Context: an optimization exercise on an open-source flow, tuned for small area. The choices shown serve that exercise and are no tape-out recipe. The RTL was checked by simulation tests, not by an equivalence proof against the original design. Power figures rest on the tool's default switching activity, not on a simulated workload.

==> inputs of run a <==
==> flow/design.v (excerpt) <==
module exec_mem_display #(
    parameter int SCAN_BITS = 17
) (
    input  logic        clk,
    input  logic        rst,
    input  logic [31:0] alu_x,
    input  logic [31:0] alu_y,
    input  logic [3:0]  alu_op,
    output logic [31:0] alu_r,
    output logic [31:0] alu_r2,
    output logic        alu_of,
    output logic        alu_cf,
    output logic        alu_eq,
    input  logic [5:0]  ram_addr,
    input  logic [5:0]  ram_addr_display,
    input  logic [31:0] ram_din,
    input  logic        ram_we,
    input  logic [1:0]  ram_mode,
    input  logic [1:0]  ram_byte,
    output logic [31:0] ram_dout,
    output logic [31:0] ram_display,
    input  logic [2:0]  display,
    input  logic [31:0] total_cycles,
    input  logic [31:0] condi_num,
    input  logic [31:0] uncondi_num,
    input  logic [31:0] condi_suc_num,
    input  logic [31:0] syscall_out,
    input  logic [31:0] show_pc,
    output logic [7:0]  an,
    output logic [7:0]  seg
);
    logic        w_sub;
    logic [31:0] w_yb;
    logic [31:0] w_p;
    logic [33:0] w_acc;
    logic [31:0] w_s;
    logic        w_co;
    logic        w_ovf;
    logic        w_lt_u;
    logic        w_lt_s;
    assign w_sub  = (alu_op != 4'd5);
    assign w_yb   = alu_y ^ {32{w_sub}};
    assign w_p    = alu_x ^ w_yb;
    assign w_acc  = {1'b0, alu_x, 1'b1} + {1'b0, w_yb, w_sub};
    assign w_s    = w_acc[32:1];
    assign w_co   = w_acc[33];
    assign w_ovf  = (alu_x[31] == w_yb[31]) && (w_s[31] != alu_x[31]);
    assign w_lt_u = ~w_co;
    assign w_lt_s = w_s[31] ^ w_ovf;
    assign alu_eq = w_sub ? (&w_p) : ~(|w_p);
    logic        w_left;
    logic        w_fill;
    logic [31:0] w_st [6];
    logic [31:0] w_sh;
    logic        w_right;
    assign w_left  = (alu_op[1:0] == 2'd0);
    assign w_right = ~w_left;
    assign w_fill = (alu_op[1:0] == 2'd1) & alu_x[31];
    for (genvar i = 0; i < 32; i++) begin : g_shin
        emd_ao22 u_m (.a1(alu_x[i]), .a2(w_right), .b1(alu_x[31-i]), .b2(w_left), .y(w_st[0][i]));
    end
    for (genvar k = 0; k < 5; k++) begin : g_shst
        logic w_fk;
  ...
Settings: LEC_CHECK=0, CAP_MARGIN=5, CELL_PAD_IN_SITES_DETAIL_PLACEMENT=0, CELL_PAD_IN_SITES_GLOBAL_PLACEMENT=1, CORE_MARGIN=2, CORE_UTILIZATION=35, PLACE_DENSITY=0.5, SETUP_SLACK_MARGIN=0.4, SLEW_MARGIN=5, SYNTH_HIERARCHICAL=1; clock period 12.0 ns.
standard.sh (not shown) runs the stock make flow with config.mk's settings and CLKGATE_MAP_FILE= SYNTH_SCRIPT=/design/flow/synth_recipe.tcl, a recipe that flattens the netlist after the stock synthesis.
==> flow/flow/run.sh <==
#!/bin/bash
# The standard ORFS layout with three changes:
#  - after the standard synthesis, every a22oi_2 in the netlist (the memory
#    hold gates, which ABC maps at drive 2 because each is alone in its
#    module) is set back to drive strength 1; placement repair resizes any
#    that need more drive;
#  - the port-buffering step uses the smallest buffer (buf_1) for every input
#    and output port instead of the cell buffer_ports would pick by itself;
#  - clock tree synthesis uses clkbuf_16 with sink clusters of up to 30 flops within 70 um and no dummy
#    loads (the period leaves ample room for the resulting skew).
# Make/tool output goes to standard_synth.log and standard_finish.log here;
# ORFS keeps each step's own log under orfs/logs/.
set -euo pipefail
R=orfs/results/sky130hd/exec_mem_display/base
ARGS=(
  BUFFER_PORTS_ARGS="-buffer_cell sky130_fd_sc_hd__buf_1"
  CTS_ARGS="-sink_clustering_enable -repair_clock_nets -sink_clustering_size 30 -sink_clustering_max_diameter 70 -buf_list sky130_fd_sc_hd__clkbuf_16 -dont_use_dummy_load"
)
bash standard.sh "${ARGS[@]}" synth > standard_synth.log 2>&1
sed -i -E 's/^(\s*)sky130_fd_sc_hd__a22oi_2(\s)/\1sky130_fd_sc_hd__a22oi_1\2/' "$R/1_2_yosys.v"
grep -c "sky130_fd_sc_hd__a22oi_1 " "$R/1_2_yosys.v" > downsized_count.txt || true
bash standard.sh "${ARGS[@]}" finish > standard_finish.log 2>&1
==> inputs of run b, as changes to run a <==
--- a/flow/design.v
+++ b/flow/design.v
@@ -142,15 +142,15 @@
         for (genvar k = 0; k < 21; k++) begin : g_aoi
             emd_aoi222 u_a (.d(w_col[3*k+2:3*k]), .s(w_sel_a[3*k+2:3*k]), .y(w_pa[k]));
             emd_aoi222 u_d (.d(w_col[3*k+2:3*k]), .s(w_sel_d[3*k+2:3*k]), .y(w_pd[k]));
         end
         assign w_pa[21] = ~(w_col[63] & w_sel_a[63]);
         assign w_pd[21] = ~(w_col[63] & w_sel_d[63]);
         emd_nand #(.N(22)) u_na (.a(w_pa), .y(w_rd_a[b]));
-        emd_nand22f u_nd (.a(w_pd), .y(w_rd_d[b]));
+        emd_nand #(.N(22)) u_nd (.a(w_pd), .y(w_rd_d[b]));
     end
     always_comb begin
         w_wdata = ram_dout;
         case (ram_mode)
             2'b00: begin
                 case (ram_byte)
                     2'd0: w_wdata[7:0]   = ram_din[7:0];
@@ -200,15 +200,15 @@
                 assign w_in[8*v+d] = w_src[v][4*d+j];
             end
         end
         for (genvar k = 0; k < 18; k++) begin : g_aoi
             emd_aoi222 u_a (.d(w_in[3*k+2:3*k]), .s(w_dsel[3*k+2:3*k]), .y(w_pn[k]));
         end
         assign w_pn[18] = ~((w_in[54] & w_dsel[54]) | (w_in[55] & w_dsel[55]));
-        emd_nand19f u_n (.a(w_pn), .y(w_nib[j]));
+        emd_nand #(.N(19)) u_n (.a(w_pn), .y(w_nib[j]));
     end
     always_comb begin
         seg = 8'hC0;
         case (w_nib)
             4'h0: seg = 8'hC0;
             4'h1: seg = 8'hF9;
             4'h2: seg = 8'hA4;
@@ -240,58 +240,14 @@
 module emd_aoi222 (
     input  logic [2:0] d,
     input  logic [2:0] s,
     output logic       y
 );
     assign y = ~|(d & s);
 endmodule
-module emd_nand22f (
-    input  logic [21:0] a,
-    output logic        y
-);
-    logic [5:0] w_g;
-    logic [2:0] w_h;
-    for (genvar k = 0; k < 5; k++) begin : g_l1
-        emd_gnand4 u_g (.a(a[4*k+3:4*k]), .y(w_g[k]));
-    end
-    emd_gnand2 u_g5 (.a(a[21:20]), .y(w_g[5]));
-    for (genvar k = 0; k < 3; k++) begin : g_l2
-        emd_gnor2 u_h (.a(w_g[2*k+1:2*k]), .y(w_h[k]));
-    end
-    emd_gnand3 u_y (.a(w_h), .y(y));
-endmodule
-module emd_nand19f (
-    input  logic [18:0] a,
-    output logic        y
-);
-    logic [4:0] w_g;
-    logic [1:0] w_h;
-    for (genvar k = 0; k < 4; k++) begin : g_l1
-        emd_gnand4 u_g (.a(a[4*k+3:4*k]), .y(w_g[k]));
-    end
-    emd_gnand3 u_g4 (.a(a[18:16]), .y(w_g[4]));
-    emd_gnor3 u_h0 (.a(w_g[2:0]), .y(w_h[0]));
-    emd_gnor2 u_h1 (.a(w_g[4:3]), .y(w_h[1]));
-    emd_gnand2 u_y (.a(w_h), .y(y));
-endmodule
-module emd_gnand4 (input logic [3:0] a, output logic y);
-    assign y = ~&a;
-endmodule
-module emd_gnand3 (input logic [2:0] a, output logic y);
-    assign y = ~&a;
-endmodule
-module emd_gnand2 (input logic [1:0] a, output logic y);
-    assign y = ~&a;
-endmodule
-module emd_gnor3 (input logic [2:0] a, output logic y);
-    assign y = ~|a;
-endmodule
-module emd_gnor2 (input logic [1:0] a, output logic y);
-    assign y = ~|a;
-endmodule
 module emd_nand #(
     parameter int N = 22
 ) (
     input  logic [N-1:0] a,
     output logic         y
 );
     assign y = ~&a;
==> flow/flow/run.sh (replaced) <==
#!/bin/bash
# The standard ORFS layout with three changes:
#  - after the standard synthesis, every a22oi_2 in the netlist (the memory
#    hold gates, which ABC maps at drive 2 because each is alone in its
#    module) is set back to drive strength 1; placement repair resizes any
#    that need more drive;
#  - the port-buffering step uses the smallest buffer (buf_1) for every input
#    and output port instead of the cell buffer_ports would pick by itself;
#  - clock tree synthesis gets large sink clusters of clkbuf_16 and no dummy
#    loads (the period leaves ample room for the resulting skew).
# Make/tool output goes to standard_synth.log and standard_finish.log here;
# ORFS keeps each step's own log under orfs/logs/.
set -euo pipefail
R=orfs/results/sky130hd/exec_mem_display/base
ARGS=(
  BUFFER_PORTS_ARGS="-buffer_cell sky130_fd_sc_hd__buf_1"
  CTS_ARGS="-sink_clustering_enable -repair_clock_nets -sink_clustering_size 25 -sink_clustering_max_diameter 60 -buf_list sky130_fd_sc_hd__clkbuf_16 -dont_use_dummy_load"
)
bash standard.sh "${ARGS[@]}" synth > standard_synth.log 2>&1
sed -i -E 's/^(\s*)sky130_fd_sc_hd__a22oi_2(\s)/\1sky130_fd_sc_hd__a22oi_1\2/' "$R/1_2_yosys.v"
grep -c "sky130_fd_sc_hd__a22oi_1 " "$R/1_2_yosys.v" > downsized_count.txt || true
bash standard.sh "${ARGS[@]}" finish > standard_finish.log 2>&1
--- a/flow/config.mk
+++ b/flow/config.mk
@@ -7,10 +7,10 @@
 export LEC_CHECK = 0
 export CAP_MARGIN = 5
 export CELL_PAD_IN_SITES_DETAIL_PLACEMENT = 0
 export CELL_PAD_IN_SITES_GLOBAL_PLACEMENT = 1
 export CORE_MARGIN = 2
 export CORE_UTILIZATION = 35
 export PLACE_DENSITY = 0.5
-export SETUP_SLACK_MARGIN = 0.4
+export SETUP_SLACK_MARGIN = 0.3
 export SLEW_MARGIN = 5
 export SYNTH_HIERARCHICAL = 1
==> inputs of run c, as changes to run a <==
--- a/flow/design.v
+++ b/flow/design.v
@@ -142,15 +142,15 @@
         for (genvar k = 0; k < 21; k++) begin : g_aoi
             emd_aoi222 u_a (.d(w_col[3*k+2:3*k]), .s(w_sel_a[3*k+2:3*k]), .y(w_pa[k]));
             emd_aoi222 u_d (.d(w_col[3*k+2:3*k]), .s(w_sel_d[3*k+2:3*k]), .y(w_pd[k]));
         end
         assign w_pa[21] = ~(w_col[63] & w_sel_a[63]);
         assign w_pd[21] = ~(w_col[63] & w_sel_d[63]);
         emd_nand #(.N(22)) u_na (.a(w_pa), .y(w_rd_a[b]));
-        emd_nand22f u_nd (.a(w_pd), .y(w_rd_d[b]));
+        emd_nand #(.N(22)) u_nd (.a(w_pd), .y(w_rd_d[b]));
     end
     always_comb begin
         w_wdata = ram_dout;
         case (ram_mode)
             2'b00: begin
                 case (ram_byte)
                     2'd0: w_wdata[7:0]   = ram_din[7:0];
@@ -200,15 +200,15 @@
                 assign w_in[8*v+d] = w_src[v][4*d+j];
             end
         end
         for (genvar k = 0; k < 18; k++) begin : g_aoi
             emd_aoi222 u_a (.d(w_in[3*k+2:3*k]), .s(w_dsel[3*k+2:3*k]), .y(w_pn[k]));
         end
         assign w_pn[18] = ~((w_in[54] & w_dsel[54]) | (w_in[55] & w_dsel[55]));
-        emd_nand19f u_n (.a(w_pn), .y(w_nib[j]));
+        emd_nand #(.N(19)) u_n (.a(w_pn), .y(w_nib[j]));
     end
     always_comb begin
         seg = 8'hC0;
         case (w_nib)
             4'h0: seg = 8'hC0;
             4'h1: seg = 8'hF9;
             4'h2: seg = 8'hA4;
@@ -240,58 +240,14 @@
 module emd_aoi222 (
     input  logic [2:0] d,
     input  logic [2:0] s,
     output logic       y
 );
     assign y = ~|(d & s);
 endmodule
-module emd_nand22f (
-    input  logic [21:0] a,
-    output logic        y
-);
-    logic [5:0] w_g;
-    logic [2:0] w_h;
-    for (genvar k = 0; k < 5; k++) begin : g_l1
-        emd_gnand4 u_g (.a(a[4*k+3:4*k]), .y(w_g[k]));
-    end
-    emd_gnand2 u_g5 (.a(a[21:20]), .y(w_g[5]));
-    for (genvar k = 0; k < 3; k++) begin : g_l2
-        emd_gnor2 u_h (.a(w_g[2*k+1:2*k]), .y(w_h[k]));
-    end
-    emd_gnand3 u_y (.a(w_h), .y(y));
-endmodule
-module emd_nand19f (
-    input  logic [18:0] a,
-    output logic        y
-);
-    logic [4:0] w_g;
-    logic [1:0] w_h;
-    for (genvar k = 0; k < 4; k++) begin : g_l1
-        emd_gnand4 u_g (.a(a[4*k+3:4*k]), .y(w_g[k]));
-    end
-    emd_gnand3 u_g4 (.a(a[18:16]), .y(w_g[4]));
-    emd_gnor3 u_h0 (.a(w_g[2:0]), .y(w_h[0]));
-    emd_gnor2 u_h1 (.a(w_g[4:3]), .y(w_h[1]));
-    emd_gnand2 u_y (.a(w_h), .y(y));
-endmodule
-module emd_gnand4 (input logic [3:0] a, output logic y);
-    assign y = ~&a;
-endmodule
-module emd_gnand3 (input logic [2:0] a, output logic y);
-    assign y = ~&a;
-endmodule
-module emd_gnand2 (input logic [1:0] a, output logic y);
-    assign y = ~&a;
-endmodule
-module emd_gnor3 (input logic [2:0] a, output logic y);
-    assign y = ~|a;
-endmodule
-module emd_gnor2 (input logic [1:0] a, output logic y);
-    assign y = ~|a;
-endmodule
 module emd_nand #(
     parameter int N = 22
 ) (
     input  logic [N-1:0] a,
     output logic         y
 );
     assign y = ~&a;
==> flow/flow/run.sh (replaced) <==
#!/bin/bash
# The standard ORFS layout with three changes:
#  - after the standard synthesis, every a22oi_2 in the netlist (the memory
#    hold gates, which ABC maps at drive 2 because each is alone in its
#    module) is set back to drive strength 1; placement repair resizes any
#    that need more drive;
#  - the port-buffering step uses the smallest buffer (buf_1) for every input
#    and output port instead of the cell buffer_ports would pick by itself;
#  - clock tree synthesis uses clkbuf_16 with sink clusters of up to 28 flops within 65 um and no dummy
#    loads (the period leaves ample room for the resulting skew).
# Make/tool output goes to standard_synth.log and standard_finish.log here;
# ORFS keeps each step's own log under orfs/logs/.
set -euo pipefail
R=orfs/results/sky130hd/exec_mem_display/base
ARGS=(
  BUFFER_PORTS_ARGS="-buffer_cell sky130_fd_sc_hd__buf_1"
  CTS_ARGS="-sink_clustering_enable -repair_clock_nets -sink_clustering_size 28 -sink_clustering_max_diameter 65 -buf_list sky130_fd_sc_hd__clkbuf_16 -dont_use_dummy_load"
)
bash standard.sh "${ARGS[@]}" synth > standard_synth.log 2>&1
sed -i -E 's/^(\s*)sky130_fd_sc_hd__a22oi_2(\s)/\1sky130_fd_sc_hd__a22oi_1\2/' "$R/1_2_yosys.v"
grep -c "sky130_fd_sc_hd__a22oi_1 " "$R/1_2_yosys.v" > downsized_count.txt || true
bash standard.sh "${ARGS[@]}" finish > standard_finish.log 2>&1
==> flow/config.mk (replaced) <==
export PLATFORM = sky130hd
export DESIGN_NAME = exec_mem_display
export DESIGN_NICKNAME = exec_mem_display
export VERILOG_FILES = /design/flow/design.v
export SDC_FILE = /design/flow/constraint.sdc
export NUM_CORES = 4
export LEC_CHECK = 0
export CAP_MARGIN = 20
export CELL_PAD_IN_SITES_DETAIL_PLACEMENT = 0
export CELL_PAD_IN_SITES_GLOBAL_PLACEMENT = 0
export CORE_MARGIN = 2
export CORE_UTILIZATION = 40
export PLACE_DENSITY = 0.58
export SETUP_SLACK_MARGIN = 0.4
export SLEW_MARGIN = 30
export SYNTH_HIERARCHICAL = 1
==> inputs of run d, as changes to run a <==
--- a/flow/design.v
+++ b/flow/design.v
@@ -142,15 +142,15 @@
         for (genvar k = 0; k < 21; k++) begin : g_aoi
             emd_aoi222 u_a (.d(w_col[3*k+2:3*k]), .s(w_sel_a[3*k+2:3*k]), .y(w_pa[k]));
             emd_aoi222 u_d (.d(w_col[3*k+2:3*k]), .s(w_sel_d[3*k+2:3*k]), .y(w_pd[k]));
         end
         assign w_pa[21] = ~(w_col[63] & w_sel_a[63]);
         assign w_pd[21] = ~(w_col[63] & w_sel_d[63]);
         emd_nand #(.N(22)) u_na (.a(w_pa), .y(w_rd_a[b]));
-        emd_nand22f u_nd (.a(w_pd), .y(w_rd_d[b]));
+        emd_nand #(.N(22)) u_nd (.a(w_pd), .y(w_rd_d[b]));
     end
     always_comb begin
         w_wdata = ram_dout;
         case (ram_mode)
             2'b00: begin
                 case (ram_byte)
                     2'd0: w_wdata[7:0]   = ram_din[7:0];
@@ -200,15 +200,15 @@
                 assign w_in[8*v+d] = w_src[v][4*d+j];
             end
         end
         for (genvar k = 0; k < 18; k++) begin : g_aoi
             emd_aoi222 u_a (.d(w_in[3*k+2:3*k]), .s(w_dsel[3*k+2:3*k]), .y(w_pn[k]));
         end
         assign w_pn[18] = ~((w_in[54] & w_dsel[54]) | (w_in[55] & w_dsel[55]));
-        emd_nand19f u_n (.a(w_pn), .y(w_nib[j]));
+        emd_nand #(.N(19)) u_n (.a(w_pn), .y(w_nib[j]));
     end
     always_comb begin
         seg = 8'hC0;
         case (w_nib)
             4'h0: seg = 8'hC0;
             4'h1: seg = 8'hF9;
             4'h2: seg = 8'hA4;
@@ -240,58 +240,14 @@
 module emd_aoi222 (
     input  logic [2:0] d,
     input  logic [2:0] s,
     output logic       y
 );
     assign y = ~|(d & s);
 endmodule
-module emd_nand22f (
-    input  logic [21:0] a,
-    output logic        y
-);
-    logic [5:0] w_g;
-    logic [2:0] w_h;
-    for (genvar k = 0; k < 5; k++) begin : g_l1
-        emd_gnand4 u_g (.a(a[4*k+3:4*k]), .y(w_g[k]));
-    end
-    emd_gnand2 u_g5 (.a(a[21:20]), .y(w_g[5]));
-    for (genvar k = 0; k < 3; k++) begin : g_l2
-        emd_gnor2 u_h (.a(w_g[2*k+1:2*k]), .y(w_h[k]));
-    end
-    emd_gnand3 u_y (.a(w_h), .y(y));
-endmodule
-module emd_nand19f (
-    input  logic [18:0] a,
-    output logic        y
-);
-    logic [4:0] w_g;
-    logic [1:0] w_h;
-    for (genvar k = 0; k < 4; k++) begin : g_l1
-        emd_gnand4 u_g (.a(a[4*k+3:4*k]), .y(w_g[k]));
-    end
-    emd_gnand3 u_g4 (.a(a[18:16]), .y(w_g[4]));
-    emd_gnor3 u_h0 (.a(w_g[2:0]), .y(w_h[0]));
-    emd_gnor2 u_h1 (.a(w_g[4:3]), .y(w_h[1]));
-    emd_gnand2 u_y (.a(w_h), .y(y));
-endmodule
-module emd_gnand4 (input logic [3:0] a, output logic y);
-    assign y = ~&a;
-endmodule
-module emd_gnand3 (input logic [2:0] a, output logic y);
-    assign y = ~&a;
-endmodule
-module emd_gnand2 (input logic [1:0] a, output logic y);
-    assign y = ~&a;
-endmodule
-module emd_gnor3 (input logic [2:0] a, output logic y);
-    assign y = ~|a;
-endmodule
-module emd_gnor2 (input logic [1:0] a, output logic y);
-    assign y = ~|a;
-endmodule
 module emd_nand #(
     parameter int N = 22
 ) (
     input  logic [N-1:0] a,
     output logic         y
 );
     assign y = ~&a;
==> flow/flow/run.sh (replaced) <==
#!/bin/bash
# The standard ORFS layout with three changes:
#  - after the standard synthesis, every a22oi_2 in the netlist (the memory
#    hold gates, which ABC maps at drive 2 because each is alone in its
#    module) is set back to drive strength 1; placement repair resizes any
#    that need more drive;
#  - the port-buffering step uses the smallest buffer (buf_1) for every input
#    and output port instead of the cell buffer_ports would pick by itself;
#  - clock tree synthesis uses clkbuf_16 with sink clusters of up to 28 flops within 65 um and no dummy
#    loads (the period leaves ample room for the resulting skew).
# Make/tool output goes to standard_synth.log and standard_finish.log here;
# ORFS keeps each step's own log under orfs/logs/.
set -euo pipefail
R=orfs/results/sky130hd/exec_mem_display/base
ARGS=(
  BUFFER_PORTS_ARGS="-buffer_cell sky130_fd_sc_hd__buf_1"
  CTS_ARGS="-sink_clustering_enable -repair_clock_nets -sink_clustering_size 28 -sink_clustering_max_diameter 65 -buf_list sky130_fd_sc_hd__clkbuf_16 -dont_use_dummy_load"
)
bash standard.sh "${ARGS[@]}" synth > standard_synth.log 2>&1
sed -i -E 's/^(\s*)sky130_fd_sc_hd__a22oi_2(\s)/\1sky130_fd_sc_hd__a22oi_1\2/' "$R/1_2_yosys.v"
grep -c "sky130_fd_sc_hd__a22oi_1 " "$R/1_2_yosys.v" > downsized_count.txt || true
bash standard.sh "${ARGS[@]}" finish > standard_finish.log 2>&1
==> flow/config.mk (replaced) <==
export PLATFORM = sky130hd
export DESIGN_NAME = exec_mem_display
export DESIGN_NICKNAME = exec_mem_display
export VERILOG_FILES = /design/flow/design.v
export SDC_FILE = /design/flow/constraint.sdc
export NUM_CORES = 4
export LEC_CHECK = 0
export CAP_MARGIN = 20
export CELL_PAD_IN_SITES_DETAIL_PLACEMENT = 0
export CELL_PAD_IN_SITES_GLOBAL_PLACEMENT = 1
export CORE_MARGIN = 2
export CORE_UTILIZATION = 35
export PLACE_DENSITY = 0.5
export SETUP_SLACK_MARGIN = 0.3
export SLEW_MARGIN = 30
export SYNTH_HIERARCHICAL = 1
==> run summary <==
- The highest routed wire length belongs to run a, the lowest to run c.
- Register-to-register slack: run c is higher than run d (0.09 ns).
- Design area, highest first: run d, run b, run a, run c.
- Of run d and run b, run b has the higher via count (gap 0.41%, measured against run b).
- Setup slack, lowest first: run d, run c, run a, run b.
- Fmax: run b > run a > run c > run d.
- Of run d and run b, run b has the higher sequential share of layout area (gap 0.083 points).
- Run a reached the layout checks and failed them: slew limit. Run b went through all stages and came out clean. Run c finished clean. Run d went through all stages and came out clean.
==> figures <==
First-pass GRT wire length: run b 708000 µm; run d 708000 µm; run c 641000 µm; run a 728000 µm
Worst R2R Path Depth: run b 11; run d 11; run c 11; run a 12
Total power draw: run b 16.8 mW; run d 16.7 mW; run c 15.7 mW; run a 16.4 mW
Result of the run: run b finished clean; run d finished clean; run c finished clean; run a complete, but fails checks
Reasons for failing layout checks: run b -; run d -; run c -; run a slew limit
Reg2Reg Capture Point: run b r_mem[22][26]; run d r_mem[12][26]; run c r_mem[21][24]; run a r_mem[24][24]
Slew Viols, Final: run b 0; run d 0; run c 0; run a 1
Taps Inserted: run b 3185; run d 3185; run c 2821; run a 3185
Clock buffers: run b 168; run d 158; run c 118; run a 143
Maximum number of pins on one net before global-route repair: run b 66; run d 66; run c 65; run a 76
Share of power burned in combinational logic: run b 18.9%; run d 19.3%; run c 19.3%; run a 19.1%
Met2 layer usage reported by global route: run b 58.9%; run d 58.6%; run c 56.3%; run a 56.7%
Met2 routed WL: run b 220000 µm; run d 218000 µm; run c 184000 µm; run a 215000 µm
Worst flop-to-flop path startpoint: run b r_mem[36][26]; run d r_mem[36][26]; run c r_mem[45][24]; run a r_mem[45][24]
Critical Path AT: run b 9.19 ns; run d 9.32 ns; run c 9.27 ns; run a 9.20 ns
Final clock skew: run b 0.105 ns; run d 0.105 ns; run c 0.153 ns; run a 0.0774 ns
Critical Path Stages: run b 24; run d 24; run c 21; run a 20

re-timing with driven ports:
No port has a modelled driver above. Below, the same layouts with a new extraction and two added sets of constraints.
Step 1 sets driving cells, clkbuf_16 on the clock port and buf_2 on the other inputs (assumed; they add their load-dependent delay and slew).
Step 2 times the ports against the registers' clock, not the clock port: input delays grow and output delays shrink by t, the midpoint of the rising clock arrivals with the driver on.
a / b / c = no drivers / after step 1 / after step 2; a / b = the first two.
| run | t, ns | setup WS [ns] | clock arrival spread, ns | slew at the worst register clock pin (ns) |
|---|---|---|---|---|
| run a | 0.923 | 0.397 / 0.362 / 0.362 | 0.078 / 0.079 | 0.11 / 0.11 |
| run b | 0.924 | 0.408 / 0.239 / 0.239 | 0.121 / 0.121 | 0.09 / 0.09 |
| run c | 0.900 | 0.328 / 0.240 / 0.240 | 0.153 / 0.153 | 0.11 / 0.11 |
| run d | 0.928 | 0.285 / 0.186 / 0.186 | 0.110 / 0.111 | 0.11 / 0.11 |
The setup slack of run b, which loses most, moves by -0.169 ns with the drivers and by -0.169 ns with both steps.
